Source: an optimization exercise on an open RTL-to-GDS flow (aim: small area, a short achievable clock period and few clock cycles per item). Production flows keep margins and buffers that such runs may drop.
Function was checked by simulation only, so behaviour that the tests miss may differ from the original.
No activity file was given, so power comes from the tool's default toggle rates.

[flow/flow/run.sh]
#!/bin/bash
# Own layout flow: the standard ORFS flow (standard.sh), with the ports buffered by plain
# buffers (buf_1) instead of the default delay-buffer pick, and the resizer free to change a
# cell's footprint (so port buffers and other cells can be resized to any equivalent cell).
set -euo pipefail
bash standard.sh \
   MATCH_CELL_FOOTPRINT=0 \
   "BUFFER_PORTS_ARGS=-buffer_cell sky130_fd_sc_hd__buf_1" \
   finish > standard.log 2>&1
[flow/standard.sh]
#!/bin/bash
# synth_recipe.tcl (not shown) runs the flow's synth.tcl, then flattens the netlist and writes it again
# the make line also repeats each setting of config.mk as NAME=value (left out here)
make -C /OpenROAD-flow-scripts/flow DESIGN_CONFIG=/design/flow/config.mk WORK_HOME=/design/flow/orfs CLKGATE_MAP_FILE= SYNTH_SCRIPT=/design/flow/synth_recipe.tcl "${@:-finish}"
[flow/config.mk]
export PLATFORM = sky130hd
export DESIGN_NAME = pipelined_sorter
export DESIGN_NICKNAME = pipelined_sorter
export VERILOG_FILES = /design/flow/design.v
export SDC_FILE = /design/flow/constraint.sdc
export NUM_CORES = 4
export LEC_CHECK = 0
export ABC_AREA = 1
export CAP_MARGIN = 20
export CORE_MARGIN = 2
export CORE_UTILIZATION = 40
export CTS_BUF_LIST = sky130_fd_sc_hd__clkbuf_4 sky130_fd_sc_hd__clkbuf_8
export PLACE_DENSITY = 0.6
export SETUP_SLACK_MARGIN = 2.35
export SLEW_MARGIN = 20
[flow/constraint.sdc]
create_clock -name core_clock -period 5.0 [get_ports {clk}]
set_input_delay 1.0000 -clock core_clock [delete_from_list [all_inputs] [get_ports {clk}]]
set_output_delay 1.0000 -clock core_clock [all_outputs]
set_load 0.01 [all_outputs]
[flow/design.v]
module cas_cell #(
   parameter int WIDTH = 32
) (
   input  logic [WIDTH-1:0] a,
   input  logic [WIDTH-1:0] b,
   input  logic             dir,
   output logic             p
);
   logic [31:0] x, y, g0, e0;
   logic [7:0]  g1, e1;
   logic [1:0]  g2, e2;
   logic        gt, eq;
   always_comb begin
      x  = {b[31], a[30:0]};
      y  = {a[31], b[30:0]};
      g0 = x & ~y;
      e0 = ~(x ^ y);
      for (int k = 0; k < 8; k++) begin
         g1[k] = g0[4*k+3] | (e0[4*k+3] & g0[4*k+2]) | (e0[4*k+3] & e0[4*k+2] & g0[4*k+1])
               | (e0[4*k+3] & e0[4*k+2] & e0[4*k+1] & g0[4*k]);
         e1[k] = &e0[4*k +: 4];
      end
      for (int k = 0; k < 2; k++) begin
         g2[k] = g1[4*k+3] | (e1[4*k+3] & g1[4*k+2]) | (e1[4*k+3] & e1[4*k+2] & g1[4*k+1])
               | (e1[4*k+3] & e1[4*k+2] & e1[4*k+1] & g1[4*k]);
         e2[k] = &e1[4*k +: 4];
      end
      gt = g2[1] | (e2[1] & g2[0]);
      eq = e2[1] & e2[0];
   end
   assign p = dir ? (gt | eq) : !gt;
endmodule
module cnt7_thr (
   input  logic [6:0] v,
   output logic [2:0] ta,
   output logic [3:0] tb
);
   assign ta[0] = v[0] | v[1] | v[2];
   assign ta[1] = (v[0] & v[1]) | (v[0] & v[2]) | (v[1] & v[2]);
   assign ta[2] = v[0] & v[1] & v[2];
   assign tb[0] = v[3] | v[4] | v[5] | v[6];
   assign tb[1] = (v[3] & v[4]) | (v[3] & v[5]) | (v[3] & v[6]) | (v[4] & v[5]) | (v[4] & v[6])
                | (v[5] & v[6]);
   assign tb[2] = (v[3] & v[4] & v[5]) | (v[3] & v[4] & v[6]) | (v[3] & v[5] & v[6])
                | (v[4] & v[5] & v[6]);
   assign tb[3] = v[3] & v[4] & v[5] & v[6];
endmodule
module cnt7_sel (
   input  logic [2:0] ta,
   input  logic [3:0] tb,
   output logic [7:0] c
);
   logic [3:0] a;    
   logic [4:0] b;    
   logic [8:0] t;    
   always_comb begin
      a = {ta, 1'b1};
      b = {tb, 1'b1};
      t = '0;
      for (int i = 0; i < 4; i++)
         for (int j = 0; j < 5; j++)
            t[i+j] = t[i+j] | (a[i] & b[j]);
      for (int r = 0; r < 8; r++) c[r] = t[r] & !t[r+1];
   end
endmodule
module pipelined_sorter #(
   parameter int WIDTH  = 32,
   parameter int N      = 8,
   parameter int SIGNED = 1,
   parameter int TW     = (N < 2) ? 1 : $clog2(N)
) (
   input  logic                   clk,
   input  logic                   rst_n,
   input  logic                   in_valid,
   output logic                   in_ready,
   input  logic [N*WIDTH-1:0]     in_data,
   input  logic                   in_descend,
   output logic                   out_valid,
   input  logic                   out_ready,
   output logic [N*TW-1:0]        out_tag,
   output logic [N*WIDTH-1:0]     out_data
);
   localparam int VW = N * WIDTH;
   localparam int TV = N * TW;
   logic [N*N-1:0]  bef;
   logic [N*7-1:0]  thr;       
   logic [N*7-1:0]  thr_q;
   logic [VW-1:0]   key_q;
   logic            vld_q;
   logic [N*N-1:0]  sel;       
   logic [N*N-1:0]  sel_en;    
   logic [VW-1:0]   dat_d;
   logic [TV-1:0]   tag_d;
   logic [VW-1:0]   dat_q;
   logic [TV-1:0]   tag_q;
   logic            ovld_q;
   logic            adv;
   assign out_valid = ovld_q;
   assign out_data  = dat_q;
   assign out_tag   = tag_q;
   assign adv       = !ovld_q || out_ready;
   assign in_ready  = adv;
   genvar i, j;
   generate
      for (i = 0; i < N; i = i + 1) begin : g_row
         for (j = i + 1; j < N; j = j + 1) begin : g_col
            logic p;
            cas_cell #(.WIDTH(WIDTH)) u_cmp (
               .a   (in_data[i*WIDTH +: WIDTH]),
               .b   (in_data[j*WIDTH +: WIDTH]),
               .dir (in_descend),
               .p   (p)
            );
            assign bef[j*N+i] = p;
            assign bef[i*N+j] = !p;
         end
         assign bef[i*N+i] = 1'b0;
      end
      for (i = 0; i < N; i = i + 1) begin : g_rank
         logic [N-2:0] v;
         for (j = 0; j < N; j = j + 1) begin : g_v
            if (j < i)      begin : g_lo assign v[j]   = bef[i*N+j]; end
            else if (j > i) begin : g_hi assign v[j-1] = bef[i*N+j]; end
         end
         cnt7_thr u_thr (.v(v), .ta(thr[i*7 +: 3]), .tb(thr[i*7+3 +: 4]));
         cnt7_sel u_sel (.ta(thr_q[i*7 +: 3]), .tb(thr_q[i*7+3 +: 4]), .c(sel[i*N +: N]));
      end
   endgenerate
   assign sel_en = sel & {(N*N){adv}};
   always_comb begin
      dat_d = dat_q & {VW{!adv}};
      tag_d = tag_q & {TV{!adv}};
      for (int p = 0; p < N; p++) begin
         for (int a = 0; a < N; a++) begin
            dat_d[p*WIDTH +: WIDTH] = dat_d[p*WIDTH +: WIDTH]
                                      | ({WIDTH{sel_en[a*N+p]}} & key_q[a*WIDTH +: WIDTH]);
            tag_d[p*TW +: TW]       = tag_d[p*TW +: TW] | ({TW{sel_en[a*N+p]}} & TW'(a));
         end
      end
   end
   always_ff @(posedge clk or negedge rst_n) begin
      if (!rst_n) begin
         vld_q  <= 1'b0;
         ovld_q <= 1'b0;
      end else if (adv) begin
         vld_q  <= in_valid;
         ovld_q <= vld_q;
      end
   end
   always_ff @(posedge clk) begin
      if (adv) begin
         key_q <= in_data;
         thr_q <= thr;
      end
   end
   always_ff @(posedge clk) begin
      dat_q <= dat_d;
      tag_q <= tag_d;
   end
endmodule
==> impl_metrics.csv <==
group,metric,value,unit
status,status,"timing/DRC/antenna clean",
logic_synthesis,yosysUniqueCellTypes,53,
grt,grt_pass1_vias,53309,
timing,clock.fmax,367.8,MHz
clock_network,cts_tree,"done",
logic_synthesis,synthFlopType,"edfxtp_1",
timing,tightest_slew,1.239,ns
place,dpl_worst_slack,1.011,ns
timing,finalClockSkew,0.06139,ns
routing,wl_per_cell,30.17,um
timing,slew_violations,0,
power_and_ir_drop,pwr_density_cell,349.6,mW/mm^2
grt,grt_pass1_wl,379800,um
logic_synthesis,syn_nets,7884,
floorplan,fp.dieH,365.3,um
logic_synthesis,synthTopCellsByArea,"ha_1, edfxtp_1, dfxtp_1",
timing,finalHoldViolCount,0,
clock_network,cts_inserted_buffers,102,
job,maxCapViolations,0,
finish,areaGrowthSynthToFinish,16.09,%
logic_synthesis,avgSynthCellArea,7.764,um^2
logic_synthesis,synth_area,0.05223,mm^2
finish,drive_gt1_share,12.58,%
finish,final_util,46.82,%
place,dpl.hpwl,208100,um
timing,worst_slack,2.281,ns
critical_path,critPathArrivalTime,3.38,ns
logic_synthesis,synth_common_cells,"nand2_1, ha_1, inv_1, nand3_1, a21oi_1",
timing,setup_tns,0,ns
routing,vias,59095,
routing,drt-pass1-iter-count,12,
critical_path,crit_required,5.66,ns
routing,ant_nets,0,
floorplan,io-pin-count,543,
finish,final_cell_area,0.06063,mm^2
logic_synthesis,ys_warn_count,3,
logic_synthesis,synth_most_common_cell,"nand2_1",
floorplan,placeableCoreArea,0.1295,mm^2
critical_path,critical_path_class,"flop to flop",
grt,grt.total_usage,39.34,%
logic_synthesis,synth_top_area_cell,"ha_1",
power_and_ir_drop,leakagePower,27.38,nW
clock_network,clk_pin_slew_worst_paths,0.06,ns
grt,overflow,0,
logic_synthesis,yosysTopAreaCellShare,21.47,%
floorplan,die_area,0.1335,mm^2
critical_path,crit_fanout,41,
timing,setup_viol,0,
logic_synthesis,async_reset_ff_share,0.3367,%
worst_hold_path,min_path_type,"input port to flop",
routing,wl,275300,um
grt,grt_antenna_before_repair,37,
floorplan,chipWidth,365.3,um
logic_synthesis,synthCells,6727,
place,placed_cell_area,0.05653,mm^2
timing,rsz0062_at_grt,"true",
power_and_ir_drop,worst_ir_drop_vdd,0.2538,mV
critical_path,cp-end-kind,"flop",
routing,routed_via_density,6.475,
floorplan,core.rowCount,132,
place,place_congestion,1.046,
clock_network,clk_latency,0.83,ns
timing,fin_crit_sh,54.38,%
logic_synthesis,synth-seq-cells,594,
clock_network,htreeDepth,3,
routing,drt-initial-drc-count,9614,
routing,drc,0,
grt,grt_max_degree,170,
timing,max-slew-margin-rel,17.26,%
timing,period_needed,2.719,ns
logic_synthesis,synth_seq_area_share,28.77,%
finish,nets,8436,
critical_path,startpoint_type,"flop",
clock_network,cts_buffer_depth,3,
floorplan,start_util,40.33,%
place,io_buffers,542,
clock_network,cts-root-buf,"clkbuf_8",
power_and_ir_drop,p_total,21.20,mW
clock_network,clock_sinks,594,
logic_synthesis,synth_edf_count,312,
==> power breakdown <==
part | leakage, nW | total, mW | internal, mW | switching (mW)
Combinational | 20.7 | 8.45 | 2.64 | 5.81
Clock | 1.14 | 4.86 | 2.61 | 2.25
Sequential | 5.48 | 7.89 | 6.38 | 1.51
==> path summary, 6_finish.rpt <==
path | slack, ns | endpoint | startpoint | depth (start not counted)
max reg2reg | 2.28 | dat_q[57]$_DFF_P_ | ovld_q$_DFFE_PN0N_ | 11
min reg2reg | 0.46 | ovld_q$_DFFE_PN0N_ | vld_q$_DFFE_PN0N_ | 2
max in group asynchronous | 4.35 | ovld_q$_DFFE_PN0N_ | rst_n | 2
max | 2.28 | dat_q[57]$_DFF_P_ | ovld_q$_DFFE_PN0N_ | 11
min | 0.42 | key_q[219]$_DFFE_PN_ | in_data[219] | 1
min in group asynchronous | 0.53 | vld_q$_DFFE_PN0N_ | rst_n | 2
==> layout make-up <==
| class | instances | area (um^2) |
|---|---|---|
| well taps | 1742 | 2180 |
| clock inverters | 39 | 330.3 |
| fillers | 13097 | 68860 |
| flip-flops and latches | 594 | 15020 |
| multi-input cells | 5090 | 34370 |
| inverters | 788 | 3043 |
| diodes | 26 | 65.06 |
| clock buffers | 144 | 1826 |
| repair buffers | 700 | 3760 |
| repair inverters | 3 | 33.78 |
==> critical path: stages (launching register included) <==
cell       delay, ns
dfrtp_1         0.35
inv_2           0.05
nor2_4          0.13
buf_12          0.14
buf_4           0.29
clkbuf_8        0.44
nor3_2          0.16
inv_1           0.14
buf_4           0.39
o22ai_1         0.14
a21oi_1         0.17
o2111ai_1       0.13
==> per-layer routing <==
metal	GRT usage [%]	vias up	share of wire [%]
li1	-	25757	-
met1	52.94	27803	39
met2	57.15	4611	41
met3	10.61	916	13
met4	20.87	8	6.6
met5	0	-	0.042
==> per-stage QoR <==
stage / hold slack (ns) / cells
3_3_place_gp: 0.4329 / 8871
4_1_cts: 0.3578 / 9072
6_report: 0.4191 / 9126
3_5_place_dp: 0.4414 / 8871
2_1_floorplan: 0.4198 / 6727
5_1_grt: 0.4023 / 9124
==> sequential cells by signal, indices dropped and copies added (netlist names) <==
name    cells
dat_q     256
key_q     256
thr_q      56
tag_q      24
ovld_q      1
vld_q       1
==> timing repair <==
item,in CTS,in global routing
endpoints found under the setup margin,255,214
gates resized for setup,230,361
hold buffers,1,0
endpoints found under the hold margin,2,0
cloned,4,2
pin swaps,13,62
setup buffers,13,26
==> cells by family after synthesis <==
group | share of synthesized area, %
AND/OR/NAND/NOR | 22.00
buffers and inverters | 8.026
AO/OA/AOI/OAI | 19.74
flip-flops | 28.77
adder cells (fa/ha/maj) | 21.47
==> placed cells by master, fill, tap and decap left out, drive strengths merged, types with 2 or more instances in the layout <==
cell type  netlist  layout
o211a            9       9
bufinv           0       5
edfxtp         312     312
and2             9       9
buf            169     526
nand2          946     946
o21ai           51      51
dfxtp          280     280
and3            49      49
a221oi         238     238
clkinv           2      32
and2b            3       3
a31oi           26      26
nand3          737     738
ha             896     896
nand4          160     160
nand3b           7       7
nor3b            7       7
nor3            34      34
o22ai          536     536
a41oi            5       5
a21o             2       2
a31o             3       3
o21bai           7       7
dfrtp            2       2
clkbuf          87     317
o2111ai         66      66
o221ai           5       5
inv            786     779
clkinvlp         0      14
o211ai          10      10
a21oi          651     651
a211oi           2       2
nor2           626     626
diode            0      26
Testbench counts, summed over its fixed seeds: cycles 16,016, items 16,000.

-- what the ideal ports hide --
The flow's constraints put no driver on any port. The routed layout listed below was extracted and timed again, unchanged, in two steps.
Step 1, drivers: a clkbuf_16 drives clk and a buf_2 each remaining input, both assumed.
Step 2 adds t to the input delays and takes it off the output delays; t is the mean of the earliest and latest rising clock arrival at the registers after step 1. Input paths then give back, and output paths get back, about the clock's delay inside the block.
Slacks: ideal / step 1 / step 2; pairs: ideal / step 1.
t, ns: 0.870
setup WS [ns]: 2.281 / 2.281 / 1.456
hold WS [ns]: 0.419 / 0.381 / 0.459
After both steps this run still meets setup and hold. The setup slack of this run moves by 0.000 ns with the drivers and by -0.825 ns with both steps.
